Context: an optimization exercise on an open-source flow, tuned for a short achievable clock period and few clock cycles. The choices shown serve that exercise and are no tape-out recipe. In this exercise RTL edits were held to simulation tests only and were not proved equivalent to the original. Power is estimated from default activity; no workload was simulated.

$ cat design/flow/design.v
package qcore_pkg;
   typedef enum logic [2:0] {
      NOP    = 3'd0,
      REG_WR = 3'd1,
      MEM_WR = 3'd2,
      BRANCH = 3'd3
   } header_e;
   typedef enum logic [2:0] {
      ALWAYS = 3'd0,
      EQ     = 3'd1,  
      LT     = 3'd2,  
      NZ     = 3'd3,
      NS     = 3'd4,
      FLAG   = 3'd5,  
      NFLAG  = 3'd6,
      NEVER  = 3'd7
   } cond_e;
   typedef enum logic [3:0] {
      ADD    = 4'd0,
      SUB    = 4'd1,
      AND    = 4'd2,
      OR     = 4'd3,
      XOR    = 4'd4,
      SHL    = 4'd5,
      SHR    = 4'd6,
      PASS_B = 4'd7
   } alu_op_e;
   typedef enum logic [1:0] {
      ALU_RR = 2'd0,  
      ALU_RI = 2'd1,  
      IMM    = 2'd2,
      LOAD   = 2'd3   
   } reg_src_e;
   typedef struct packed {
      logic [6:0]               rsvd;
      header_e                  header;
      cond_e                    cond;
      alu_op_e                  alu_op;
      logic                     flag_we;
      reg_src_e                 src;
      logic [4-1:0] rd;
      logic [4-1:0] rs0;
      logic [4-1:0] rs1;
      logic [32-1:0]  imm;
   } instr_t;
   typedef struct packed {
      logic                     reg_we;
      logic                     dmem_we;
      logic                     dmem_re;
      logic                     flag_we;
      alu_op_e                  alu_op;
      reg_src_e                 src;
      logic [4-1:0] rd;
   } ctrl_t;
endpackage
module qcore_top (
   input  logic                      clk_i,
   input  logic                      rst_ni,
   input  logic                      en_i,
   input  logic                      flag_i,
   input  logic [64-1:0] pmem_dt_i,
   input  logic [32-1:0]  dmem_r_dt_i,
   output logic [8-1:0] pmem_addr_o,
   output logic                      pmem_en_o,
   output logic                      dmem_we_o,
   output logic [8-1:0] dmem_addr_o,
   output logic [32-1:0]  dmem_w_dt_o
);
   localparam int NF = 8;       
   function automatic logic f_tests_zs(input logic [2:0] c);
      f_tests_zs = (c != 3'd0) && (c[2:1] != 2'b11) && (c != 3'd5);
   endfunction
   function automatic logic f_cond(input logic z, input logic s, input logic fl,
                                   input logic [2:0] c);
      case (c)
         3'd0:    f_cond = 1'b1;
         3'd1:    f_cond = z;
         3'd2:    f_cond = s;
         3'd3:    f_cond = ~z;
         3'd4:    f_cond = ~s;
         3'd5:    f_cond = fl;
         3'd6:    f_cond = ~fl;
         default: f_cond = 1'b0;
      endcase
   endfunction
   function automatic logic [3:0] f_tab(input logic fl, input logic [2:0] c);
      for (int k = 0; k < 4; k++) f_tab[k] = f_cond(k[1], k[0], fl, c);
   endfunction
   logic [7:0]  fa_q;           
   logic        dv_q;           
   logic        fl_q;           
   logic [3:0]  zo_q;           
   logic        z_f, s_f;
   logic [31:0] rf_q [16];
   logic [NF-1:0] ft_v;
   logic [7:0]    ft_tag  [NF];
   logic [2:0]    ft_cond [NF];
   logic [7:0]    ft_tgt  [NF];
   logic [NF-1:0] ft_pf;        
   logic [2:0]    ft_ptr;
   logic          pw_v, pw_br, pw_fwf;
   logic [7:0]    pw_a;
   logic          fh_q, fzs_q, fpu_q, fpf_q;
   logic [2:0]    fc_q;
   logic [3:0]    fct_q;        
   logic [7:0]    fg_q;
   logic        x_v, x_go, hz_q, x_rw, x_mw, x_fwe, x_ld, x_mwf;
   logic        x_pt, x_fl, x_fpt;
   logic [3:0]  x_ct, x_tk, x_rdt;   
   logic [2:0]  x_fcond;
   logic [7:0]  x_oh;           
   logic [3:0]  x_rd, x_rs0, x_rs1;
   logic [1:0]  x_src;
   logic [31:0] x_imm, x_a, x_b;
   logic        x_bimm;         
   logic [7:0]  x_dad;          
   logic [7:0]  x_tgt, x_fall, x_ftgt, x_pc2;
   logic        w_we, w_ld, w_held;
   logic [31:0] w_hold;         
   logic [3:0]  w_rd;
   logic [31:0] w_val;
   logic [3:0]  w_rt, w_tk;     
   logic [7:0]  w_ftgt, w_pc2;
   logic [7:0]  ctrue;
   logic [31:0] w_dt;
   logic        w_redir;
   logic [7:0]  w_raddr;
   assign z_f   = zo_q[2] | zo_q[3];
   assign s_f   = zo_q[1] | zo_q[3];
   assign ctrue = {1'b0, ~fl_q, fl_q, ~s_f, ~z_f, s_f, z_f, 1'b1};
   assign w_dt    = w_ld ? (w_held ? w_hold : dmem_r_dt_i) : w_val;
   assign w_redir = |(zo_q & w_rt);
   assign w_raddr = |(zo_q & w_tk) ? w_ftgt : w_pc2;
   logic        cond_ok, x_taken, x_exec, x_wr, x_st, x_redir0, x_wfl;
   logic [7:0]  x_raddr;
   logic [31:0] a, b, res;
   logic        res_z;
   assign cond_ok  = |(zo_q & x_ct);
   assign x_taken  = |(zo_q & x_tk);
   assign x_exec   = x_go & ~w_redir;
   assign x_wr     = x_exec & x_rw & cond_ok;
   assign x_st     = x_exec & x_mw & cond_ok;
   assign x_wfl    = x_wr & x_fwe & ~x_src[1];
   assign x_redir0 = x_go & |(zo_q & x_rdt);
   assign x_raddr  = x_taken ? x_tgt : x_fall;
   assign a = x_a;
   assign b = x_b;    
   assign res = ({32{x_oh[0]}} & (a + b)) |
                ({32{x_oh[1]}} & (a - b)) |
                ({32{x_oh[2]}} & (a & b)) |
                ({32{x_oh[3]}} & (a | b)) |
                ({32{x_oh[4]}} & (a ^ b)) |
                ({32{x_oh[5]}} & (a << b[4:0])) |
                ({32{x_oh[6]}} & (a >> b[4:0])) |
                ({32{x_oh[7]}} & b);
   assign res_z = ~(|(x_oh & {~(|b),
                                ~(|(a & (32'hffffffff << b[4:0]))),
                                ~(|(a & (32'hffffffff >> b[4:0]))),
                                ~(|(a ^ b)),
                                ~(|(a | b)),
                                ~(|(a & b)),
                                ~(|(a ^ b)),
                                ~(|((a ^ b) ^ {a[30:0] | b[30:0], 1'b0}))})) ? (x_oh == 8'd0) : 1'b1;
   assign dmem_addr_o = x_dad;
   assign dmem_we_o   = en_i & x_st;
   assign dmem_w_dt_o = b;
   logic        adv, d_live, d_bimm, d_rw, d_mw, d_br, d_use0, d_use1, d_fwf, pt, hz_d;
   logic [2:0]  d_hdr, d_cond;
   logic [1:0]  d_src;
   logic [3:0]  d_rs0, d_rs1;
   logic [31:0] ra, rb, fa_v;
   logic [7:0]  ptrue, nfa_r, fa_m1, fa_p1, fa_p2, d_op;
   logic        fwd_a, fwd_b, f_have, d_fold, d_fold0, f_pt, f_late, learn;
   logic        n_ok, n_w, n_x, n_b, n_ft, n_f2, n_s;
   logic [12:0] l_s1, l_s2, l_ft, l_br, l_x, l_w, l_r, l_n;   
   assign adv    = en_i & ~hz_q;   
   assign d_live = dv_q & ~x_redir0 & ~w_redir;
   assign d_hdr  = pmem_dt_i[56:54];
   assign d_cond = pmem_dt_i[53:51];
   assign d_src  = pmem_dt_i[45:44];
   assign d_rs0  = pmem_dt_i[39:36];
   assign d_rs1  = pmem_dt_i[35:32];
   assign d_rw   = (d_hdr == 3'd1);
   assign d_mw   = (d_hdr == 3'd2);
   assign d_br   = (d_hdr == 3'd3);
   assign d_use0 = (d_rw & (d_src != 2'd2)) | d_mw;
   assign d_bimm = d_rw & (d_src[0] ^ d_src[1]);   
   assign d_use1 = (d_rw & (d_src == 2'd0)) | d_mw;
   assign d_fwf  = d_rw & pmem_dt_i[46] & ~d_src[1];  
   assign ptrue = x_mwf ? {1'b0, ~fl_q, fl_q, 1'b1, 1'b1, 1'b0, 1'b0, 1'b1} : ctrue;
   assign pt    = d_br & ptrue[d_cond];
   assign fa_m1 = fa_q - 8'd1;
   assign fa_p1 = fa_q + 8'd1;
   assign fa_p2 = fa_q + 8'd2;
   always_comb begin
      f_have = 1'b0;
      l_s1   = '0;
      l_s2   = '0;
      l_ft   = '0;
      l_br   = '0;
      l_x    = '0;
      l_w    = '0;
      for (int i = 0; i < NF; i++) begin
         if (ft_v[i] && (ft_tag[i] == fa_m1))  f_have = 1'b1;
         if (ft_v[i] && (ft_tag[i] == fa_p1))  l_s1 = l_s1 | {1'b1, ft_pf[i], ft_cond[i], ft_tgt[i]};
         if (ft_v[i] && (ft_tag[i] == fa_p2))  l_s2 = l_s2 | {1'b1, ft_pf[i], ft_cond[i], ft_tgt[i]};
         if (ft_v[i] && (ft_tag[i] == fg_q))   l_ft = l_ft | {1'b1, ft_pf[i], ft_cond[i], ft_tgt[i]};
         if (ft_v[i] && (ft_tag[i] == pmem_dt_i[7:0]))
                                               l_br = l_br | {1'b1, ft_pf[i], ft_cond[i], ft_tgt[i]};
         if (ft_v[i] && (ft_tag[i] == x_raddr)) l_x = l_x | {1'b1, ft_pf[i], ft_cond[i], ft_tgt[i]};
         if (ft_v[i] && (ft_tag[i] == w_raddr)) l_w = l_w | {1'b1, ft_pf[i], ft_cond[i], ft_tgt[i]};
      end
   end
   assign d_fold0 = dv_q & fh_q;
   assign d_fold  = d_fold0 & ~x_redir0 & ~w_redir;
   assign f_late  = fzs_q & fpf_q;
   assign f_pt    = (fzs_q & (fpf_q | x_mwf)) ? fpu_q : |(zo_q & fct_q);
   assign learn = adv & d_live & d_br & ~f_have & pw_v & (pw_a == fa_m1) & ~pw_br;
   assign n_w  = w_redir;
   assign n_x  = ~w_redir & x_redir0;
   assign n_ok = ~w_redir & ~x_redir0;
   assign n_ft = n_ok & d_fold0 & f_pt;
   assign n_f2 = n_ok & d_fold0 & ~f_pt;
   assign n_s  = n_ok & ~d_fold0;
   assign n_b  = n_ok & dv_q & pt;
   assign nfa_r = ({8{n_w}} & w_raddr) | ({8{n_x}} & x_raddr) |
                  ({8{n_ft}} & fg_q) | ({8{n_f2}} & fa_p2) | ({8{n_s}} & fa_p1);
   assign l_r   = ({13{n_w}} & l_w) | ({13{n_x}} & l_x) |
                  ({13{n_ft}} & l_ft) | ({13{n_f2}} & l_s2) | ({13{n_s}} & l_s1);
   assign l_n   = n_b ? l_br : l_r;
   assign pmem_addr_o = n_b ? pmem_dt_i[7:0] : nfa_r;
   assign pmem_en_o   = adv;
   assign ra = (w_we && (w_rd == d_rs0)) ? w_dt : rf_q[d_rs0];
   assign rb = (w_we && (w_rd == d_rs1)) ? w_dt : rf_q[d_rs1];
   assign fwd_a = x_wr & ~x_ld & (x_rd == d_rs0);
   assign fwd_b = x_wr & ~x_ld & (x_rd == d_rs1);
   assign fa_v  = fwd_a ? res : ra;
   always_comb begin
      d_op = '0;
      if (d_src == 2'd2) d_op[7] = 1'b1;   
      else if (!pmem_dt_i[50]) d_op[pmem_dt_i[49:47]] = 1'b1;
   end
   assign hz_d = d_live & x_wr & x_ld &
                 ((d_use0 & (x_rd == d_rs0)) | (d_use1 & (x_rd == d_rs1)));
   always_ff @(posedge clk_i) begin
      fl_q <= flag_i;
      if (!rst_ni) begin
         fa_q   <= 8'hff;
         dv_q   <= 1'b0;
         x_v    <= 1'b0;
         x_go   <= 1'b0;
         hz_q   <= 1'b0;
         w_we   <= 1'b0;
         w_rt   <= '0;
         w_held <= 1'b0;
         zo_q   <= 4'b0001;
         ft_v   <= '0;
         ft_ptr <= '0;
         fh_q   <= 1'b0;
         pw_v   <= 1'b0;
      end else if (!en_i) begin
         if (w_we && w_ld && !w_held) w_held <= 1'b1;
      end else begin
         if (adv) begin
            fa_q <= n_b ? pmem_dt_i[7:0] : nfa_r;
            dv_q <= 1'b1;
            fh_q <= l_n[12];
            pw_v <= d_live;
            x_v  <= d_live;
            x_go <= d_live & ~hz_d;
            hz_q <= hz_d;
         end else begin
            x_go <= x_v;
            hz_q <= 1'b0;
         end
         w_we   <= x_wr;
         for (int k = 0; k < 4; k++)
            w_rt[k] <= x_exec & x_fl & (f_cond(k[1], k[0], fl_q, x_fcond) != x_fpt);
         w_held <= 1'b0;
         if (x_wfl) begin
            for (int k = 0; k < 4; k++) zo_q[k] <= ({res_z, res[31]} == 2'(k));
         end
         if (learn) begin
            ft_v[ft_ptr] <= 1'b1;
            ft_ptr       <= ft_ptr + 3'd1;
         end
      end
   end
   always_ff @(posedge clk_i) begin
      if (en_i && learn) begin
         ft_pf[ft_ptr]   <= pw_fwf;
         ft_tag[ft_ptr]  <= fa_m1;
         ft_cond[ft_ptr] <= d_cond;
         ft_tgt[ft_ptr]  <= pmem_dt_i[7:0];
      end
   end
   always_ff @(posedge clk_i) begin
      if (!en_i && w_we && w_ld && !w_held) w_hold <= dmem_r_dt_i;
   end
   always_ff @(posedge clk_i) begin
      if (en_i) begin
         if (adv) begin
            x_rw    <= d_rw;
            x_mw    <= d_mw;
            x_ld    <= d_src == 2'd3;
            x_mwf   <= d_live & d_fwf;
            x_ct    <= f_tab(fl_q, d_cond);
            x_tk    <= d_br ? f_tab(fl_q, d_cond) : fct_q;
            for (int k = 0; k < 4; k++)
               x_rdt[k] <= d_br ? (f_cond(k[1], k[0], fl_q, d_cond) != pt) :
                                  (d_fold & ~f_late & (fct_q[k] != f_pt));
            x_pt    <= d_br ? pt : f_pt;
            x_tgt   <= d_br ? pmem_dt_i[7:0] : fg_q;
            x_fall  <= d_br ? fa_p1 : fa_p2;
            x_fl    <= d_fold & f_late;
            x_fpt   <= f_pt;
            x_fcond <= fc_q;
            x_ftgt  <= fg_q;
            x_pc2   <= fa_p2;
            x_oh    <= d_op;
            x_fwe   <= pmem_dt_i[46];
            x_src   <= d_src;
            x_rd    <= pmem_dt_i[43:40];
            x_rs0   <= d_rs0;
            x_rs1   <= d_rs1;
            x_imm   <= pmem_dt_i[31:0];
            x_a     <= fa_v;
            x_dad   <= fa_v[7:0] + pmem_dt_i[7:0];
            x_b     <= d_bimm ? pmem_dt_i[31:0] : fwd_b ? res : rb;
            x_bimm  <= d_bimm;
            pw_a    <= fa_q;
            pw_br   <= d_br;
            pw_fwf  <= d_fwf;
            fpf_q   <= l_n[11];
            fc_q    <= l_n[10:8];
            fct_q   <= f_tab(fl_q, l_n[10:8]);
            fg_q    <= l_n[7:0];
            fzs_q   <= f_tests_zs(l_n[10:8]);
            fpu_q   <= (l_n[10:8] == 3'd3) | (l_n[10:8] == 3'd4);
         end else begin
            if (w_we && (w_rd == x_rs0)) begin
               x_a   <= w_dt;
               x_dad <= w_dt[7:0] + x_imm[7:0];
            end
            if (w_we && (w_rd == x_rs1) && !x_bimm) x_b <= w_dt;
         end
         w_ld    <= x_ld;
         w_rd    <= x_rd;
         w_val   <= res;
         w_tk    <= f_tab(fl_q, x_fcond);
         w_ftgt  <= x_ftgt;
         w_pc2   <= x_pc2;
      end
   end
   always_ff @(posedge clk_i) begin
      for (int i = 0; i < 16; i++) begin
         if (!rst_ni)                                   rf_q[i] <= '0;
         else if (en_i && w_we && (w_rd == 4'(i)))      rf_q[i] <= w_dt;
      end
   end
endmodule
$ cat design/flow/run.sh
#!/bin/bash
# synth_recipe.tcl (not shown) runs the flow's synth.tcl, then flattens the netlist and writes it again
# the make line also repeats each setting of config.mk as NAME=value (left out here)
make -C /OpenROAD-flow-scripts/flow DESIGN_CONFIG=/design/flow/config.mk WORK_HOME=/design/flow/orfs CLKGATE_MAP_FILE= SYNTH_SCRIPT=/design/flow/synth_recipe.tcl finish
$ cat design/flow/config.mk
export PLATFORM = sky130hd
export DESIGN_NAME = qcore_top
export DESIGN_NICKNAME = qcore_top
export VERILOG_FILES = /design/flow/design.v
export SDC_FILE = /design/flow/constraint.sdc
export NUM_CORES = 4
export LEC_CHECK = 0
export CAP_MARGIN = 20
export CORE_MARGIN = 2
export CORE_UTILIZATION = 40
export SETUP_SLACK_MARGIN = 3.0
export SLEW_MARGIN = 20
$ cat design/flow/constraint.sdc
create_clock -name core_clock -period 6.5 [get_ports {clk_i}]
set_input_delay 1.3000 -clock core_clock [delete_from_list [all_inputs] [get_ports {clk_i}]]
set_output_delay 1.3000 -clock core_clock [all_outputs]
set_load 0.01 [all_outputs]
==> out/results.txt, run 1 <==
Fillers: 14.7k
WHS Endpoint: w_ftgt[5]
Synth Area per Inst: 8.39 sq um
Post-synth EDFFs: 432
Post-layout net count: 8354
Crit path DAT: 4750 ps
CP Class: primary input to flip-flop
Critical Path Max Stage Delay: 330 ps
Syn. warnings: 2
LEAKAGE: 28.2 nW
Critical path peak fanout: 18
Reg2reg start: x_b[0]
Residual DRC: 0
Root Buffer: clkbuf_16
Sequential share of the synthesized area: 37.0%
Die area: 165000 sq um
CP Cell Sequence: clkdlybuf4s15_2 -> buf_4 -> nand2b_4 -> nor3_4 -> buf_12 -> buf_8 -> a22oi_1 -> nand4_1 -> o22ai_1 -> nor2_1 -> a21oi_1 -> a21oi_1 -> ha_1 -> nor2b_1 -> o21ai_1 -> nand2b_1 -> xnor2_1 -> xnor2_1 -> a21oi_1
Hold depth: 0
Post-synthesis cell count: 7703
I/O Buffers: 142
Post-detailed-route count of antenna-violating nets: 0
Main flop type after synthesis: dfxtp_1
Crit path time final: 4330 ps
Clk_skew: 154 ps
Slew Viols, Final: 0
Start point of the worst hold path: x_ftgt[5]
DRT iter0 DRCs: 13.4k
Worst IR Drop VDD: 237 uV
CTS max path bufs: 3
Initial antenna violation count: 18
Max-cap viol count: 0
HP Class: flip-flop to flip-flop
Status: no timing/DRC/antenna violations
Layout cells sized above 1: 21.6%
Non-filler instance count after layout: 10.4k
Largest delay share family, worst path: buffers and inverters
First-pass GRT wire length: 493000 um
Die Wd: 406 um
Placed Instances: 9617
Die H: 406 um
Multi-input logic area: 41000 sq um
Tightest Pin Transition: 1140 ps
CTS sink cnt: 979
Via Count: 71.9k
Ys async rst share: 0%
Placer Congestion: 1.05
Pwr per Cell Area: 216 nW/um^2
Setup TNS Final: 0 ps
FF-to-FF setup slack: 2180 ps
Largest net degree at the start of global routing: 158
Syn-to-layout area delta: 27.2%
Drt first pass iters: 11
Flops & latches, synth: 979
Max frequency: 231 MHz
Post-DR wirelength/cell: 34.7 um
Reg clk slew, reported paths: 60 ps
Worst Setup End Kind: flip-flop
HPWL after DPL: 225000 um
Slowest cell on crit path: clkdlybuf4s15_2
Synthesized net count: 7932
Core footprint: 161000 sq um
Clk latency of the worst-skew pair: 830 ps
# setup viols final: 0
Vias/cell: 6.92
Library cells used by synthesis: 117
CP bufs+invs: 4
CTS tree: built
Total grt overflow: 0
CTS Buf Count: 108
Area of the mapped netlist: 64600 sq um
Storage cell area: 23900 sq um
Crit share post-route: 66.5%
Std-Cell Rows: 147
Reg2reg end: x_dad[7]
Reg2reg path depth: 16
Slew margin rel.: 21.6%
Initial Utilization: 40.2%
H-tree Lvls: 3
CTS Hold Bufs: 0
Final Hold Fails: 0
Most used cell, CP: a21oi_1
GR Util All Layers: 41.6%
Vias in the first global route: 65.7k
CP required: 6920 ps
I/O Pins: 150
Final WL: 360000 um
Unrepaired setup endpoints after global routing: true
CP startpoint kind: primary input
where the power goes:
| part | switching, mW | internal [mW] |
|---|---|---|
| Combinational | 2.77 | 1.71 |
| Sequential | 0.205 | 6.60 |
| Clock | 2.85 | 3.59 |
| Total | 5.83 | 11.9 |
per-stage QoR:
stage	hold slack (ps)	instance area [sq um]	utilization (%)	setup slack, ps	power, mW
after floorplan	400	65800	-	2150	9.03
after global placement	402	69700	43.4	672	10.3
after detailed placement	405	69800	43.5	690	10.3
after CTS	418	79400	49.5	2220	17.3
after global routing	420	82200	51.2	2040	18.1
final	418	82200	51.2	2170	17.7
final cells by class:
class / count / area share, %
multi-input combinational: 5829 / 49.8
sequential: 979 / 29.1
timing repair buffer: 1018 / 12.2
clock buffer: 143 / 3.63
tap: 2160 / 3.29
inverter: 186 / 1.04
clock inverter: 63 / 0.852
antenna: 13 / 0.0396
timing repair inverter: 3 / 0.0320
flip-flops by register name, summed over array words and instances (netlist names), 24 cells and up:
signal / flops
ft_cond: 24
ft_tag: 64
ft_tgt: 64
rf_q: 512
w_hold: 32
w_val: 32
x_a: 32
x_b: 32
synthesized netlist by cell type, drive strengths merged (23+ instances only):
| library cell | count | area share [%] |
|---|---|---|
| o221ai | 23 | 0.31 |
| xor2 | 181 | 2.5 |
| nand2 | 1432 | 8.3 |
| ha | 125 | 2.4 |
| buf | 180 | 1.4 |
| or4 | 25 | 0.29 |
| a22oi | 469 | 5.4 |
| a221o | 29 | 0.45 |
| dfxtp | 547 | 17 |
| clkbuf | 532 | 3.1 |
| a31oi | 64 | 0.62 |
| nand3 | 171 | 1.4 |
| nor3 | 99 | 0.78 |
| or3 | 25 | 0.24 |
| o21ai | 218 | 1.7 |
| a21oi | 853 | 6.6 |
| a22o | 92 | 1.2 |
| nor2 | 336 | 2.0 |
| mux4 | 57 | 2.0 |
| nand2b | 33 | 0.32 |
| inv | 178 | 1.0 |
| nor2b | 28 | 0.28 |
| a221oi | 120 | 1.7 |
| o2111ai | 29 | 0.39 |
| nor4 | 98 | 1.1 |
| nand4 | 177 | 1.7 |
| a222oi | 55 | 0.85 |
| and2 | 23 | 0.22 |
| o21bai | 26 | 0.30 |
| a211oi | 28 | 0.33 |
| o211ai | 70 | 0.83 |
| xnor2 | 422 | 5.8 |
| mux2i | 80 | 1.2 |
| and3 | 46 | 0.45 |
| o22ai | 96 | 0.94 |
| edfxtp | 432 | 20 |
worst max-delay path by stage:
stage                  startpoint       end  slack, ps  depth (start not counted)
floorplan           pmem_dt_i[37]  x_dad[7]       2150                         19
global placement    pmem_dt_i[39]  x_dad[7]        670                         16
detailed placement  pmem_dt_i[39]  x_dad[7]        690                         16
CTS                        x_b[0]  x_dad[7]       2220                         21
global route               x_b[0]  x_dad[7]       2040                         21
finish              pmem_dt_i[37]  x_dad[7]       2170                         19
routing by layer:
layer | up-vias | track usage [%] | wire length, um
li1 | 29180 | - | -
met1 | 34230 | 54.0 | 131000
met2 | 6659 | 57.9 | 142000
met3 | 1855 | 16.2 | 58200
met4 | 24 | 25.2 | 28800
met5 | - | 0.476 | 434
repair_timing:
item,4_1_cts,5_1_grt
pin swaps,133,131
gates resized for setup,589,309
endpoints found under the setup margin,330,293
setup buffers,382,143
cloned,21,12
worst reg2reg max path, cell delays in order, from the launching register on:
cell and delay (ps):
edfxtp_1 370, buf_12 150, buf_4 190, bufbuf_16 300, mux4_2 510, mux2i_1 270, nor2_1 80, o311ai_1 510
buf_4 240, nand4_1 240, o21a_1 290, ha_1 320, o21ai_1 100, nand2b_1 80, xnor2_1 160, xnor2_1 140
a21oi_1 80
kinds of logic after synthesis:
logic type | count (synthesis) | share of synthesized area [%]
adder cells (fa/ha/maj) | 129 | 2.54
XOR/XNOR | 624 | 9.05
AO/OA/AOI/OAI | 2364 | 24.4
buffers and inverters | 898 | 5.56
multiplexers | 149 | 3.44
flip-flops | 979 | 37.0
AND/OR/NAND/NOR | 2560 | 18.0
cell usage in the layout, fill, tap and decap left out, types with 55 or more instances in the layout:
cell type	count
a21oi_1	809
a221oi_1	101
a222oi_1	55
a22o_1	91
a22oi_1	456
buf_12	83
buf_4	674
buf_6	86
clkbuf_16	119
clkdlybuf4s50_1	105
dfxtp_1	537
edfxtp_1	432
ha_1	91
inv_1	160
mux2i_1	65
mux4_2	57
nand2_1	1396
nand3_1	157
nand4_1	176
nor2_1	270
nor3_1	61
nor4_1	57
o211ai_1	68
o21ai_0	156
o22ai_1	73
xnor2_1	400
xor2_1	174
Testbench counts, summed over its fixed seeds: cycles 66,156.
==> run 2, diff against run 1 <==
--- a/design/flow/design.v
+++ b/design/flow/design.v
@@ -100,7 +100,7 @@
    logic [2:0]    ft_ptr;
    logic          pw_v, pw_br, pw_fwf;
    logic [7:0]    pw_a;
-   logic          fh_q, fzs_q, fpu_q, fpf_q;
+   logic          fh_q, fzs_q, fzo_q, fpu_q, fpf_q;
    logic [2:0]    fc_q;
    logic [3:0]    fct_q;        
    logic [7:0]    fg_q;
@@ -170,10 +170,12 @@
    logic [3:0]  d_rs0, d_rs1;
    logic [31:0] ra, rb, fa_v;
    logic [7:0]  ptrue, nfa_r, fa_m1, fa_p1, fa_p2, d_op;
+   logic        d_zeq, zfold;
+   logic [3:0]  zf_z, zf_tk;
    logic        fwd_a, fwd_b, f_have, d_fold, d_fold0, f_pt, f_late, learn;
    logic        n_ok, n_w, n_x, n_b, n_ft, n_f2, n_s;
    logic [12:0] l_s1, l_s2, l_ft, l_br, l_x, l_w, l_r, l_n;   
-   assign adv    = en_i & ~hz_q;   
+   assign adv    = en_i & (~hz_q | w_redir);
    assign d_live = dv_q & ~x_redir0 & ~w_redir;
    assign d_hdr  = pmem_dt_i[56:54];
    assign d_cond = pmem_dt_i[53:51];
@@ -215,6 +217,15 @@
    assign d_fold  = d_fold0 & ~x_redir0 & ~w_redir;
    assign f_late  = fzs_q & fpf_q;
    assign f_pt    = (fzs_q & (fpf_q | x_mwf)) ? fpu_q : |(zo_q & fct_q);
+   assign d_zeq  = (ra == (d_src[0] ? pmem_dt_i[31:0] : rb));
+   assign zfold  = d_fold & f_late & fzo_q & d_rw & (pmem_dt_i[50:47] == 4'd1) &
+                   ~(x_wr & (x_rd == d_rs0)) & (d_src[0] | ~(x_wr & (x_rd == d_rs1)));
+   always_comb begin
+      for (int k = 0; k < 4; k++) begin
+         zf_z[k]  = f_cond(k[1], k[0], fl_q, d_cond) ? d_zeq : k[1];
+         zf_tk[k] = (fc_q == 3'd1) ? zf_z[k] : ~zf_z[k];
+      end
+   end
    assign learn = adv & d_live & d_br & ~f_have & pw_v & (pw_a == fa_m1) & ~pw_br;
    assign n_w  = w_redir;
    assign n_x  = ~w_redir & x_redir0;
@@ -240,8 +251,9 @@
       if (d_src == 2'd2) d_op[7] = 1'b1;   
       else if (!pmem_dt_i[50]) d_op[pmem_dt_i[49:47]] = 1'b1;
    end
-   assign hz_d = d_live & x_wr & x_ld &
-                 ((d_use0 & (x_rd == d_rs0)) | (d_use1 & (x_rd == d_rs1)));
+   assign hz_d = d_live & x_wr &
+                 ((x_ld & ((d_use0 & (x_rd == d_rs0)) | (d_use1 & (x_rd == d_rs1)))) |
+                  ((d_mw | (d_rw & (d_src == 2'd3))) & (x_rd == d_rs0)));
    always_ff @(posedge clk_i) begin
       fl_q <= flag_i;
       if (!rst_ni) begin
@@ -305,14 +317,16 @@
             x_ld    <= d_src == 2'd3;
             x_mwf   <= d_live & d_fwf;
             x_ct    <= f_tab(fl_q, d_cond);
-            x_tk    <= d_br ? f_tab(fl_q, d_cond) : fct_q;
-            for (int k = 0; k < 4; k++)
+            for (int k = 0; k < 4; k++) begin
+               x_tk[k]  <= d_br ? f_cond(k[1], k[0], fl_q, d_cond) : zfold ? zf_tk[k] : fct_q[k];
                x_rdt[k] <= d_br ? (f_cond(k[1], k[0], fl_q, d_cond) != pt) :
+                           zfold ? (zf_tk[k] != f_pt) :
                                   (d_fold & ~f_late & (fct_q[k] != f_pt));
+            end
             x_pt    <= d_br ? pt : f_pt;
             x_tgt   <= d_br ? pmem_dt_i[7:0] : fg_q;
             x_fall  <= d_br ? fa_p1 : fa_p2;
-            x_fl    <= d_fold & f_late;
+            x_fl    <= d_fold & f_late & ~zfold;
             x_fpt   <= f_pt;
             x_fcond <= fc_q;
             x_ftgt  <= fg_q;
@@ -325,7 +339,7 @@
             x_rs1   <= d_rs1;
             x_imm   <= pmem_dt_i[31:0];
             x_a     <= fa_v;
-            x_dad   <= fa_v[7:0] + pmem_dt_i[7:0];
+            x_dad   <= ra[7:0] + pmem_dt_i[7:0];
             x_b     <= d_bimm ? pmem_dt_i[31:0] : fwd_b ? res : rb;
             x_bimm  <= d_bimm;
             pw_a    <= fa_q;
@@ -336,6 +350,7 @@
             fct_q   <= f_tab(fl_q, l_n[10:8]);
             fg_q    <= l_n[7:0];
             fzs_q   <= f_tests_zs(l_n[10:8]);
+            fzo_q   <= (l_n[10:8] == 3'd1) | (l_n[10:8] == 3'd3);   
             fpu_q   <= (l_n[10:8] == 3'd3) | (l_n[10:8] == 3'd4);
          end else begin
             if (w_we && (w_rd == x_rs0)) begin
--- a/design/flow/config.mk
+++ b/design/flow/config.mk
@@ -7,6 +7,6 @@
 export LEC_CHECK = 0
 export CAP_MARGIN = 20
 export CORE_MARGIN = 2
-export CORE_UTILIZATION = 40
+export CORE_UTILIZATION = 30
 export SETUP_SLACK_MARGIN = 3.0
 export SLEW_MARGIN = 20
==> run 2 against run 1 <==
Non-clock buffer count up 216. Core utilization decreased by 11 points. Clock power up 8.1%. Clock skew down 30 ps. Total power rose by 8.0%. Combinational power rose by 19%. Die area grew 44%. Worst hold slack got worse by 8.4 ps. First-iteration DRC count grew 17%.
==> out/results.txt, run 2 <==
Status: no timing/DRC/antenna violations
Post-layout net count: 9278
Multi-input logic area: 46300 sq um
CTS max path bufs: 3
CP Cell Sequence: clkdlybuf4s50_1 -> nand3b_1 -> clkinvlp_4 -> nand3_4 -> buf_12 -> buf_12 -> buf_4 -> nor2_4 -> a31oi_4 -> buf_6
Reg2reg end: ft_tgt[0][1]
Residual DRC: 0
Vias/cell: 6.66
Synthesized net count: 8744
Sequential Power Share: 35.7%
Psw: 6.54 mW
Main flop type after synthesis: dfxtp_1
Met3 Use GR: 14.4%
Clock group share of total power: 36.4%
Ys async rst share: 0%
Synth top area share: 18.6%
I/O Pins: 150
GR Util All Layers: 34.1%
Slew margin rel.: 15.3%
Most used cell, CP: buf_12
Drt first pass iters: 13
FF-to-FF setup slack: 2240 ps
Post-detailed-route count of antenna-violating nets: 0
Largest regs: rf_q x512, ft_tag x64, ft_tgt x64
Layout cells sized above 1: 24.3%
Crit path DAT: 3150 ps
Reg2reg start: fa_q[1]
Largest delay share family, worst path: buffers and inverters
Root Buffer: clkbuf_16
Die area: 237000 sq um
First-pass GRT wire length: 583000 um
CP startpoint kind: primary input
Setup TNS Final: 0 ps
Vias in the first global route: 74.4k
Tightest Pin Transition: 1270 ps
Worst hold slack: 409 ps
Commonest cells after routing, fill and taps aside: nand2_1 (1442), a21oi_1 (825), buf_4 (748)
Post-synth EDFFs: 433
Max-cap viol count: 0
Core footprint: 232000 sq um
Commonest non-fill, non-tap cell in the layout: nand2_1
HP Class: flip-flop to flip-flop
HPWL after DPL: 273000 um
CTS tree: built
Busiest grt layer: met2
Unrepaired setup endpoints after global routing: true
Storage cell area: 24000 sq um
Worst Setup End Kind: output port
Std-Cell Rows: 177
Total grt overflow: 0
Sequential share of the synthesized area: 34.2%
Clk latency of the worst-skew pair: 880 ps
CP bufs+invs: 6
Slowest cell on crit path: clkdlybuf4s50_1
Fillers: 22.7k
Post-route cell area: 92300 sq um
Synth cell count leaders: nand2_1 (1471), a21oi_1 (921), clkbuf_1 (547), dfxtp_1 (547), nor2_1 (459)
Gate power share: 27.9%
Area leader, netlist: edfxtp_1
Largest Register: rf_q
LEAKAGE: 32.4 nW
CTS Buf Count: 113
CTS Hold Bufs: 0
Start point of the worst hold path: x_pc2[5]
Syn. warnings: 2
Hold depth: 0
Slew Viols, Final: 0
Switching part of the total: 34.2%
Critical path peak fanout: 7
CP Class: primary input to output port
Placer Congestion: 1.06
CTS sink cnt: 980
Initial Utilization: 30.1%
Die H: 487 um
Crit. Startpoint: pmem_dt_i[55]
Area of the mapped netlist: 69900 sq um
Post-synthesis cell count: 8515
Final WL: 428000 um
GR Layer Usage met2: 47.2%
Syn-to-layout area delta: 31.9%
Initial antenna violation count: 29
WHS Endpoint: w_pc2[5]
Max frequency: 225 MHz
Final Hold Fails: 0
Die Wd: 487 um
Clk_skew: 124 ps
Pwr per Cell Area: 207 nW/um^2
H-tree Lvls: 3
# setup viols final: 0
Library cells used by synthesis: 122
DRT iter0 DRCs: 15.7k
Worst IR Drop VDD: 263 uV
Critical Path Max Stage Delay: 430 ps
Reg2reg path depth: 21
Post-DR wirelength/cell: 35.1 um
CP required: 5200 ps
Synth top area cells: edfxtp_1 (19%), dfxtp_1 (16%), nand2_1 (7.9%)
Crit share post-route: 68.5%
Crit path time final: 4450 ps
Flops & latches, synth: 980
Total power: 19.1 mW
I/O Buffers: 142
Pint: 12.6 mW
Most frequent cell after synthesis: nand2_1
Reg clk slew, reported paths: 70 ps
Via Count: 81.3k
Synth Area per Inst: 8.21 sq um
GRT met1 Usage: 42.2%
Largest net degree at the start of global routing: 130
Post-DP Area: 76500 sq um
Number of flip-flops in the largest register: 512
==> run 2: changes by cell type after synthesis, sizes merged, moves of 64 or more <==
cell,previous run,this run
a21oi,853,921
a22oi,469,285
buf,180,272
inv,178,253
mux2,12,76
mux2i,80,183
nand4,177,79
nor2,336,460
o21ai,218,296
xnor2,422,321
==> run 2: layout make-up <==
| class | instances | share of cell area [%] |
|---|---|---|
| Inverter | 260 | 1.20 |
| Multi-Input combinational cell | 6458 | 50.2 |
| Clock buffer | 152 | 3.39 |
| Timing Repair Buffer | 1234 | 14.1 |
| Tap cell | 3043 | 4.13 |
| Clock inverter | 64 | 0.934 |
| Antenna cell | 21 | 0.0570 |
| Sequential cell | 980 | 26.0 |
| Timing Repair inverter | 2 | 0.0190 |
==> run 2: stage by stage <==
| step | instances | utilization, % | worst slack (ps) |
|---|---|---|---|
| global placement | 11334 | 32.9 | 529 |
| CTS | 12014 | 38.3 | 2010 |
| finish | 12214 | 39.7 | 2050 |
| floorplan | 8515 | - | 2170 |
| detailed placement | 11334 | 32.9 | 596 |
| global route | 12201 | 39.7 | 2010 |
==> run 2: per-layer routing <==
metal	part of all wire (%)	up-vias
li1	-	32469
met1	36	39012
met5	0.11	-
met4	9.2	28
met3	16	2259
met2	39	7519
==> run 2: power groups by stage <==
| stage | sequential [mW] | clock, mW | combinational (mW) |
|---|---|---|---|
| global placement | 7.00 | 0 | 3.91 |
| global route | 6.83 | 7.19 | 5.43 |
| CTS | 6.82 | 6.95 | 4.73 |
| floorplan | 6.82 | 0 | 2.46 |
| detailed placement | 7.00 | 0 | 3.92 |
| finish | 6.84 | 6.96 | 5.34 |
==> run 2: worst max path at each step <==
stage	cells after the start	to	slack, ps
final	10	pmem_addr_o[7]	2050
after global placement	15	x_rdt[2]	530
after CTS	11	pmem_addr_o[7]	2010
after global routing	8	pmem_addr_o[7]	2010
after detailed placement	15	x_rdt[2]	600
after floorplan	15	x_rdt[2]	2170
==> run 2: kinds of logic after synthesis <==
| logic type | after synthesis | share of synthesized area (%) |
|---|---|---|
| AOI/OAI and AO/OA | 2690 | 25.7 |
| xor gates and xnor gates | 528 | 7.42 |
| adders and majority gates | 129 | 2.35 |
| buffers and inverters | 1079 | 6.40 |
| DFF | 980 | 34.2 |
| muxes | 320 | 5.81 |
| and+or+nand+nor | 2789 | 18.1 |
==> run 2: what timing repair did <==
action | 4_1_cts | 5_1_grt
endpoints found under the setup margin | 367 | 325
gates cloned | 43 | 17
pin swaps | 198 | 176
resized for setup | 923 | 309
buffers inserted | 421 | 162
Testbench counts of run 2, summed over its fixed seeds: cycles 64,005.
==> run 3, diff against run 2 <==
--- a/design/flow/design.v
+++ b/design/flow/design.v
@@ -97,10 +97,24 @@
    logic [2:0]    ft_cond [NF];
    logic [7:0]    ft_tgt  [NF];
    logic [NF-1:0] ft_pf;        
+   logic [NF-1:0] ft_sub;
+   logic [3:0]    ft_rs   [NF];
+   logic [7:0]    ft_imm  [NF];
+   logic          pz_v;
+   logic [3:0]    pz_rs;
+   logic [7:0]    pz_imm;
+   logic [7:0]    pz_a;
    logic [2:0]    ft_ptr;
-   logic          pw_v, pw_br, pw_fwf;
+   logic          lq_v, lq_pf, lq_sub;
+   logic [3:0]    lq_rs;
+   logic [7:0]    lq_imm;
+   logic [7:0]    lq_tag, lq_tgt;
+   logic [2:0]    lq_cond;
+   logic          pw_v, pw_br, pw_fwf, pw_sub;
+   logic [3:0]    pw_rs;
+   logic [7:0]    pw_imm;
    logic [7:0]    pw_a;
-   logic          fh_q, fzs_q, fzo_q, fpu_q, fpf_q;
+   logic          fh_q, fzs_q, fzo_q, fpf_q;
    logic [2:0]    fc_q;
    logic [3:0]    fct_q;        
    logic [7:0]    fg_q;
@@ -135,6 +149,27 @@
    logic [7:0]  x_raddr;
    logic [31:0] a, b, res;
    logic        res_z;
+   logic [31:0] sum_ab, dif_ab;
+   function automatic logic [31:0] f_ks(input logic [31:0] x, input logic [31:0] y,
+                                        input logic ci);
+      logic [31:0] g, p, gn, pn;
+      g    = x & y;
+      p    = x ^ y;
+      g[0] = g[0] | (p[0] & ci);
+      for (int d = 1; d < 32; d = d * 2) begin
+         gn = g;
+         pn = p;
+         for (int i = d; i < 32; i++) begin
+            gn[i] = g[i] | (p[i] & g[i - d]);
+            pn[i] = p[i] & p[i - d];
+         end
+         g = gn;
+         p = pn;
+      end
+      f_ks = (x ^ y) ^ {g[30:0], ci};
+   endfunction
+   assign sum_ab = f_ks(a, b, 1'b0);
+   assign dif_ab = f_ks(a, ~b, 1'b1);
    assign cond_ok  = |(zo_q & x_ct);
    assign x_taken  = |(zo_q & x_tk);
    assign x_exec   = x_go & ~w_redir;
@@ -145,8 +180,8 @@
    assign x_raddr  = x_taken ? x_tgt : x_fall;
    assign a = x_a;
    assign b = x_b;    
-   assign res = ({32{x_oh[0]}} & (a + b)) |
-                ({32{x_oh[1]}} & (a - b)) |
+   assign res = ({32{x_oh[0]}} & sum_ab) |
+                ({32{x_oh[1]}} & dif_ab) |
                 ({32{x_oh[2]}} & (a & b)) |
                 ({32{x_oh[3]}} & (a | b)) |
                 ({32{x_oh[4]}} & (a ^ b)) |
@@ -174,6 +209,10 @@
    logic [3:0]  zf_z, zf_tk;
    logic        fwd_a, fwd_b, f_have, d_fold, d_fold0, f_pt, f_late, learn;
    logic        n_ok, n_w, n_x, n_b, n_ft, n_f2, n_s;
+   logic [12:0] l_s2x;          
+   logic [31:0] pz_rd;
+   logic        pz_ok;
+   logic        fu_q, fx_q;
    logic [12:0] l_s1, l_s2, l_ft, l_br, l_x, l_w, l_r, l_n;   
    assign adv    = en_i & (~hz_q | w_redir);
    assign d_live = dv_q & ~x_redir0 & ~w_redir;
@@ -198,6 +237,7 @@
       f_have = 1'b0;
       l_s1   = '0;
       l_s2   = '0;
+      l_s2x  = '0;
       l_ft   = '0;
       l_br   = '0;
       l_x    = '0;
@@ -205,7 +245,10 @@
       for (int i = 0; i < NF; i++) begin
          if (ft_v[i] && (ft_tag[i] == fa_m1))  f_have = 1'b1;
          if (ft_v[i] && (ft_tag[i] == fa_p1))  l_s1 = l_s1 | {1'b1, ft_pf[i], ft_cond[i], ft_tgt[i]};
-         if (ft_v[i] && (ft_tag[i] == fa_p2))  l_s2 = l_s2 | {1'b1, ft_pf[i], ft_cond[i], ft_tgt[i]};
+         if (ft_v[i] && (ft_tag[i] == fa_p2)) begin
+            l_s2  = l_s2 | {1'b1, ft_pf[i], ft_cond[i], ft_tgt[i]};
+            l_s2x = l_s2x | {ft_sub[i], ft_rs[i], ft_imm[i]};
+         end
          if (ft_v[i] && (ft_tag[i] == fg_q))   l_ft = l_ft | {1'b1, ft_pf[i], ft_cond[i], ft_tgt[i]};
          if (ft_v[i] && (ft_tag[i] == pmem_dt_i[7:0]))
                                                l_br = l_br | {1'b1, ft_pf[i], ft_cond[i], ft_tgt[i]};
@@ -216,7 +259,10 @@
    assign d_fold0 = dv_q & fh_q;
    assign d_fold  = d_fold0 & ~x_redir0 & ~w_redir;
    assign f_late  = fzs_q & fpf_q;
-   assign f_pt    = (fzs_q & (fpf_q | x_mwf)) ? fpu_q : |(zo_q & fct_q);
+   assign f_pt    = fu_q ? fx_q : |(zo_q & fct_q);
+   assign pz_rd  = (w_we && (w_rd == pz_rs)) ? w_dt : rf_q[pz_rs];
+   assign pz_ok  = pz_v & (fa_p1 == pz_a) & dv_q &
+                   ~(x_v & x_rw & (x_rd == pz_rs)) & ~(d_rw & (pmem_dt_i[43:40] == pz_rs));
    assign d_zeq  = (ra == (d_src[0] ? pmem_dt_i[31:0] : rb));
    assign zfold  = d_fold & f_late & fzo_q & d_rw & (pmem_dt_i[50:47] == 4'd1) &
                    ~(x_wr & (x_rd == d_rs0)) & (d_src[0] | ~(x_wr & (x_rd == d_rs1)));
@@ -268,8 +314,10 @@
          zo_q   <= 4'b0001;
          ft_v   <= '0;
          ft_ptr <= '0;
+         lq_v   <= 1'b0;
          fh_q   <= 1'b0;
          pw_v   <= 1'b0;
+         pz_v   <= 1'b0;
       end else if (!en_i) begin
          if (w_we && w_ld && !w_held) w_held <= 1'b1;
       end else begin
@@ -278,6 +326,7 @@
             dv_q <= 1'b1;
             fh_q <= l_n[12];
             pw_v <= d_live;
+            pz_v <= l_s2x[12];
             x_v  <= d_live;
             x_go <= d_live & ~hz_d;
             hz_q <= hz_d;
@@ -292,7 +341,8 @@
          if (x_wfl) begin
             for (int k = 0; k < 4; k++) zo_q[k] <= ({res_z, res[31]} == 2'(k));
          end
-         if (learn) begin
+         lq_v <= learn;
+         if (lq_v) begin
             ft_v[ft_ptr] <= 1'b1;
             ft_ptr       <= ft_ptr + 3'd1;
          end
@@ -300,10 +350,22 @@
    end
    always_ff @(posedge clk_i) begin
       if (en_i && learn) begin
-         ft_pf[ft_ptr]   <= pw_fwf;
-         ft_tag[ft_ptr]  <= fa_m1;
-         ft_cond[ft_ptr] <= d_cond;
-         ft_tgt[ft_ptr]  <= pmem_dt_i[7:0];
+         lq_pf   <= pw_fwf;
+         lq_sub  <= pw_sub;
+         lq_rs   <= pw_rs;
+         lq_imm  <= pw_imm;
+         lq_tag  <= fa_m1;
+         lq_cond <= d_cond;
+         lq_tgt  <= pmem_dt_i[7:0];
+      end
+      if (en_i && lq_v) begin
+         ft_pf[ft_ptr]   <= lq_pf;
+         ft_sub[ft_ptr]  <= lq_sub;
+         ft_rs[ft_ptr]   <= lq_rs;
+         ft_imm[ft_ptr]  <= lq_imm;
+         ft_tag[ft_ptr]  <= lq_tag;
+         ft_cond[ft_ptr] <= lq_cond;
+         ft_tgt[ft_ptr]  <= lq_tgt;
       end
    end
    always_ff @(posedge clk_i) begin
@@ -345,13 +407,23 @@
             pw_a    <= fa_q;
             pw_br   <= d_br;
             pw_fwf  <= d_fwf;
+            pw_sub  <= d_rw & (d_cond == 3'd0) & (pmem_dt_i[50:46] == 5'b00011) & (d_src == 2'd1) &
+                       (pmem_dt_i[31:8] == 24'd0);
+            pw_rs   <= d_rs0;
+            pw_imm  <= pmem_dt_i[7:0];
+            pz_rs   <= l_s2x[11:8];
+            pz_imm  <= l_s2x[7:0];
+            pz_a    <= fa_p2;
             fpf_q   <= l_n[11];
             fc_q    <= l_n[10:8];
             fct_q   <= f_tab(fl_q, l_n[10:8]);
             fg_q    <= l_n[7:0];
             fzs_q   <= f_tests_zs(l_n[10:8]);
             fzo_q   <= (l_n[10:8] == 3'd1) | (l_n[10:8] == 3'd3);   
-            fpu_q   <= (l_n[10:8] == 3'd3) | (l_n[10:8] == 3'd4);
+            fu_q    <= f_tests_zs(l_n[10:8]) & (l_n[11] | (d_live & d_fwf));
+            fx_q    <= (pz_ok & n_s & ((l_n[10:8] == 3'd1) | (l_n[10:8] == 3'd3))) ?
+                       ((l_n[10:8] == 3'd1) == (pz_rd == {24'd0, pz_imm})) :
+                       ((l_n[10:8] == 3'd3) | (l_n[10:8] == 3'd4));
          end else begin
             if (w_we && (w_rd == x_rs0)) begin
                x_a   <= w_dt;
==> run 3 against run 2 <==
Critical endpoint is now fx_q. Total power is 16% higher. Sequential share of layout area up 2.0 points. Core utilization up 0.97 points. Critical path type is now flip-flop to flip-flop. Sequential power rose by 15%. Global-route usage rose by 6.2 points. Final area up 11%. Non-clock buffer count increased by 189. Fmax down 0.61%. Still clean on timing, DRC and antenna. Combinational power increased by 13%. Die area up 8.2%. Register-to-register slack lost 220 ps. Synthesized cell count rose by 4.1%.
==> out/results.txt, run 3 <==
CTS max path bufs: 3
Final Hold Fails: 0
Number of flip-flops in the largest register: 512
Layout cells sized above 1: 26.7%
Slowest cell on crit path: nor2_2
Setup TNS Final: 0 ps
Pre-CTS setup slack: 428 ps
Crit path time final: 4480 ps
Synth top area share: 23.2%
Die area: 256000 sq um
CTS Buf Count: 141
Unrepaired setup endpoints after global routing: true
CP required: 7230 ps
Drt first pass iters: 13
Max-cap viol count: 0
Reg2reg start: pz_rs[1]
Crit share post-route: 68.9%
I/O Buffers: 142
Status: no timing/DRC/antenna violations
CP Cell Sequence: buf_12 -> buf_12 -> nand2_2 -> nor2_2 -> buf_4 -> a22oi_1 -> nand4_1 -> o32ai_1 -> buf_4 -> o21ai_1 -> xnor2_1 -> nand4_1 -> or4_4 -> or3b_4 -> a21oi_2 -> a31o_1
Synth top area cells: edfxtp_1 (23%), dfxtp_1 (15%), nand2_1 (7.5%)
DRT iter0 DRCs: 15.5k
Slew margin rel.: 19.0%
CTS Hold Bufs: 0
Via Count: 88.4k
I/O Pins: 150
Final WL: 546000 um
First-pass GRT wire length: 715000 um
CTS sink cnt: 1133
Flops & latches, synth: 1133
Final worst slack: 2020 ps
Post-synth EDFFs: 584
Synthesized net count: 9096
Syn-to-layout area delta: 34.9%
# setup viols final: 0
Root Buffer: clkbuf_16
Synth Area per Inst: 8.54 sq um
Initial antenna violation count: 59
Post-detailed-route count of antenna-violating nets: 0
Vias/cell: 6.74
Syn. warnings: 2
Clk latency of the worst-skew pair: 860 ps
Post-synthesis cell count: 8866
Residual DRC: 0
Reg clk slew, reported paths: 60 ps
Area leader, netlist: edfxtp_1
Die Wd: 506 um
Crit. Startpoint: pz_rs[1]
HPWL after DPL: 364000 um
Std-Cell Rows: 184
Initial Utilization: 30.2%
LEAKAGE: 35.9 nW
Post-layout net count: 9851
Critical Path Max Stage Delay: 570 ps
Core footprint: 251000 sq um
Area of the mapped netlist: 75700 sq um
Main flop type after synthesis: edfxtp_1
Worst Setup End Kind: flip-flop
Tightest Pin Transition: 1210 ps
Slew Viols, Final: 0
Pwr per Cell Area: 217 nW/um^2
Post-DR wirelength/cell: 41.6 um
Critical path peak fanout: 18
Die H: 506 um
Start point of the worst hold path: x_ftgt[7]
CP Class: flip-flop to flip-flop
Sequential share of the synthesized area: 37.7%
Largest net degree at the start of global routing: 146
Vias in the first global route: 79.9k
Library cells used by synthesis: 116
H-tree Lvls: 4
CP startpoint kind: flip-flop
Commonest non-fill, non-tap cell in the layout: nand2_1
Placer Congestion: 1.11
Worst IR Drop VDD: 264 uV
Crit path DAT: 5210 ps
Largest Register: rf_q
CTS tree: built
Most frequent cell after synthesis: nand2_1
GR Util All Layers: 40.3%
HP Class: flip-flop to flip-flop
Max frequency: 223 MHz
Commonest cells after routing, fill and taps aside: nand2_1 (1482), buf_4 (911), a21oi_1 (772)
Clk_skew: 61.4 ps
Post-route cell area: 102000 sq um
Total grt overflow: 0
Ys async rst share: 0%
Synth cell count leaders: nand2_1 (1521), a21oi_1 (871), clkbuf_1 (614)
Post-DP Area: 84400 sq um
## run 3: cell count changes in the layout (fill, tap and decap cells not counted), moves of 56 or more
cell,before,now
a22oi_1,267,337
xor2_1,163,219
edfxtp_1,433,584
o22ai_1,139,55
buf_4,748,911
inv_1,214,145
## run 3: path summary, 6_finish.rpt
path	end	slack, ps	cells after the start
setup reg to reg	fx_q	2020	16
hold / removal	w_ftgt[7]	420	0
hold reg to reg	w_ftgt[7]	420	0
setup / recovery	fx_q	2020	16
## run 3: worst max-delay path, delay by kind of cell, from the launching register on
| kind | cells | cell delay (ps) |
|---|---|---|
| simple gates | 6 | 1960 |
| buf+inv | 4 | 1050 |
| compound gates | 5 | 730 |
| flops | 1 | 380 |
| xor+xnor | 1 | 190 |
## run 3: cell type report
type	instances	area, sq um
flip-flops and latches	1133	28600
inverters	196	886
well taps	3348	4190
clock inverters	69	862
clock buffers	188	3870
multi-input cells	6720	48900
fillers	24517	149000
repair inverters	6	51.3
diodes	45	113
repair buffers	1423	14700
## run 3: timing repair
item                        CTS  global route
resized for setup          1178           344
buffers inserted            462           153
setup endpoints to repair   226           263
hold endpoints to repair      0             0
cloned                       54             7
pin swaps                   308           219
## run 3: kinds of logic (layout without fill, tap and decap cells)
kind of cell,count (synthesis),after routing,synth area share [%]
mux,326,326,5.43
other cells,0,45,0
simple gates,2981,2986,18.4
buf+inv,1019,1882,5.33
xor+xnor,578,578,7.18
flops,1133,1133,37.7
fa+ha+maj,133,133,2.23
compound gates,2696,2697,23.7
## run 3: per-stage QoR
| stage | cells | total power, mW | hold WS (ps) | util (%) |
|---|---|---|---|---|
| floorplan | 8866 | 10.3 | 400 | - |
| global placement | 12149 | 12.3 | 402 | 33.6 |
| detailed placement | 12150 | 12.3 | 407 | 33.6 |
| CTS | 12923 | 21.6 | 425 | 39.5 |
| global route | 13087 | 22.5 | 428 | 40.6 |
| finish | 13128 | 22.2 | 424 | 40.7 |
## run 3: where the power goes
group / switching (mW) / leakage (nW) / internal [mW]
clock network: 3.56 / 2.30 / 4.78
logic: 3.72 / 23.8 / 2.30
registers: 0.185 / 9.82 / 7.66
## run 3: metal layers
metal | track usage [%] | vias up | wire [um] | share of wire (%)
met5 | 0 | - | 198 | 0.036
met4 | 28.7 | 26 | 50300 | 9.2
met3 | 14.2 | 2249 | 73100 | 13
met2 | 56.5 | 7863 | 217000 | 40
met1 | 51.2 | 43704 | 205000 | 38
li1 | - | 34581 | - | -
Testbench counts of run 3, summed over its fixed seeds: cycles 62,124.
==> run 4, diff against run 3 <==
--- a/design/flow/config.mk
+++ b/design/flow/config.mk
@@ -7,6 +7,6 @@
 export LEC_CHECK = 0
 export CAP_MARGIN = 20
 export CORE_MARGIN = 2
-export CORE_UTILIZATION = 30
+export CORE_UTILIZATION = 40
 export SETUP_SLACK_MARGIN = 3.0
 export SLEW_MARGIN = 20
==> run 4 against run 3 <==
Register-to-register slack gained 200 ps. First-iteration DRC count grew 7.7%. Final area shrank 1.4%. Die area shrank 25%. Flip-flop and latch count is the same. Synthesized area is the same.
==> out/results.txt, run 4 <==
Final WL: 503000 um
Clk_skew: 49.2 ps
Library cells used by synthesis: 116
Synth Area in Compound Gates: 23.7%
First-pass GRT wire length: 670000 um
Slew Viols, Final: 0
Synth cell count leaders: nand2_1 (1521), a21oi_1 (871), clkbuf_1 (614)
Total grt overflow: 0
Via Count: 88.3k
Synth Area in XOR/XNOR: 7.18%
CTS tree: built
Most frequent cell after synthesis: nand2_1
Flops & latches, synth: 1133
Post-detailed-route count of antenna-violating nets: 0
Vias in the first global route: 79.2k
Non-filler instance count after layout: 12.2k
CP Class: primary input to flip-flop
Final Hold Fails: 0
Largest Register: rf_q
HPWL after DPL: 335000 um
Crit share post-route: 67.7%
Die area: 193000 sq um
Start point of the worst hold path: x_ftgt[2]
Post-layout net count: 9820
Worst IR Drop VDD: 294 uV
Syn-to-layout area delta: 33.1%
Sequential share of the synthesized area: 37.7%
Pwr per Cell Area: 218 nW/um^2
CP required: 7070 ps
Post-synthesis cell count: 8866
Post-DR wirelength/cell: 41.2 um
Placed Instances: 11.2k
Largest net degree at the start of global routing: 128
Status: no timing/DRC/antenna violations
Vias/cell: 7.22
Slew margin rel.: 20.8%
Std-Cell Rows: 159
Root Buffer: clkbuf_16
Max frequency: 227 MHz
Area leader, netlist: edfxtp_1
CTS Buf Count: 135
Simple-gate share of the synthesized area: 18.4%
Placer Congestion: 1.12
Initial antenna violation count: 54
CTS Hold Bufs: 0
Reg2reg path depth: 15
Residual DRC: 0
Crit path DAT: 4970 ps
Final Core Density: 53.6%
Drt first pass iters: 17
Tightest Pin Transition: 1170 ps
LEAKAGE: 35.5 nW
Worst hold slack: 415 ps
Initial Utilization: 40.3%
Post-Synth Adder-Cell Area: 2.23%
Core footprint: 188000 sq um
I/O Buffers: 142
GR Util All Layers: 49.8%
Die Wd: 439 um
Largest family of logic cells by synthesized area: compound AO/OA/AOI/OAI gates
Post-synth EDFFs: 584
Crit path time final: 4400 ps
Reg clk slew, reported paths: 60 ps
# setup viols final: 0
Area of the mapped netlist: 75700 sq um
Die H: 439 um
Worst Setup End Kind: flip-flop
Ys async rst share: 0%
CP startpoint kind: primary input
WHS Endpoint: w_ftgt[2]
Reg2reg end: fx_q
Critical path peak fanout: 8
FF-to-FF setup slack: 2220 ps
Reg2reg start: pz_rs[3]
Commonest non-fill, non-tap cell in the layout: nand2_1
Commonest cells after routing, fill and taps aside: nand2_1 (1488), buf_4 (889), a21oi_1 (776)
Total power: 22.0 mW
Max-cap viol count: 0
HP Class: flip-flop to flip-flop
Hold depth: 0
Synthesized net count: 9096
Main flop type after synthesis: edfxtp_1
DRT iter0 DRCs: 16.7k
CTS sink cnt: 1133
Fraction of synthesized area in multiplexers: 5.43%
Synth Area per Inst: 8.54 sq um
H-tree Lvls: 4
Syn. warnings: 2
Unrepaired setup endpoints after global routing: true
Number of flip-flops in the largest register: 512
I/O Pins: 150
Synth top area cells: edfxtp_1 (23%), dfxtp_1 (15%), nand2_1 (7.5%)
Clk latency of the worst-skew pair: 850 ps
CTS max path bufs: 3
Layout cells sized above 1: 26.6%
Synth top area share: 23.2%
## run 4: cells by family after synthesis
logic type	Yosys count
buf+inv	1019
mux	326
flops	1133
fa+ha+maj	133
xor+xnor	578
simple gates	2981
compound gates	2696
## run 4: per-layer routing
metal / track usage, % / part of all wire [%] / up-vias
li1: - / - / 34457
met1: 64.0 / 36 / 42746
met2: 66.7 / 38 / 8611
met3: 19.7 / 16 / 2418
met4: 37.0 / 9.7 / 42
met5: 0 / 0.058 / -
## run 4: worst max-delay path, cell delays in order
cell	delay [ps]
buf_16	150
buf_12	160
nor2_4	70
buf_6	200
a22oi_2	280
o22ai_2	150
a2111oi_4	510
buf_4	220
o31ai_4	80
xor2_2	360
nand4_1	220
nor4_4	340
buf_4	210
nand3_4	120
nor2_4	150
a211oi_1	80
o32a_1	330
## run 4: metrics by stage
stage | setup TNS, ps | setup slack, ps | instance area, sq um
2_1_floorplan | 0 | 2180 | 76800
3_3_place_gp | -265 | -74.4 | 82700
3_5_place_dp | 0 | 2.25 | 82800
4_1_cts | 0 | 2210 | 97000
5_1_grt | 0 | 2120 | 101000
6_report | 0 | 2100 | 101000
## run 4: layout make-up
type                            count  area, sq um
Sequential cell                  1133        28600
Timing Repair Buffer             1403        14500
Clock buffer                      176         3800
Fill cell                       16872        87200
Tap cell                         2495         3120
Clock inverter                     72          873
Antenna cell                       32         80.1
Multi-Input combinational cell   6719        48900
Timing Repair inverter              2         17.5
Inverter                          196          902
## run 4: report_power, final
group          leakage [nW]  switching (mW)  internal [mW]  total, mW
registers              9.82           0.147           7.66       7.81
logic                  23.4            3.75           2.28       6.03
clock network          2.27            3.45           4.66       8.11
total                  35.5            7.35           14.6       22.0
## run 4: what timing repair did
item                                     CTS  global route
setup buffers                            461           195
pin swaps                                260           248
cloned                                    42            12
gates resized for setup                 1060           424
endpoints found under the setup margin   349           233
## run 4: how the worst max path moves through the flow
stage / start / endpoint / cells after the start
floorplan: pmem_dt_i[38] / x_tk[0] / 14
global placement: pmem_dt_i[34] / x_tk[0] / 15
detailed placement: pmem_dt_i[34] / x_tk[0] / 16
CTS: zo_q[2] / pmem_addr_o[3] / 11
global route: pmem_dt_i[37] / x_tk[2] / 17
finish: pmem_dt_i[34] / x_tk[3] / 17

-- separate check: timing with driven ports --
How much do the figures lean on ideal ports? The routed layouts below were timed once more, with nothing changed but the port constraints.
Step 1 sets driving cells, clkbuf_16 on the clock port and buf_2 on the other inputs (assumed; they add their load-dependent delay and slew).
Step 2 moves the port delays by t, midway between the first and last clock arrival at a register: inputs arrive t later, outputs are due t later. That takes back most of the time a late clock gives input paths.
Slacks: no drivers / after step 1 / after step 2; pairs: no drivers / after step 1.
| run | t (ns) | setup slack, ns | worst setup path after step 2 |
|---|---|---|---|
| run 1 | 0.852 | 2.174 / 2.184 / 1.390 | input to register |
| run 2 | 0.900 | 2.046 / 1.897 / 0.997 | input to register |
| run 3 | 0.942 | 2.019 / 1.926 / 0.985 | input to register |
| run 4 | 0.919 | 2.100 / 1.860 / 0.941 | input to register |
After both steps setup and hold are still met in every run listed. The setup slack of run 4, which loses most, moves by -0.240 ns with the drivers and by -1.159 ns with both steps.
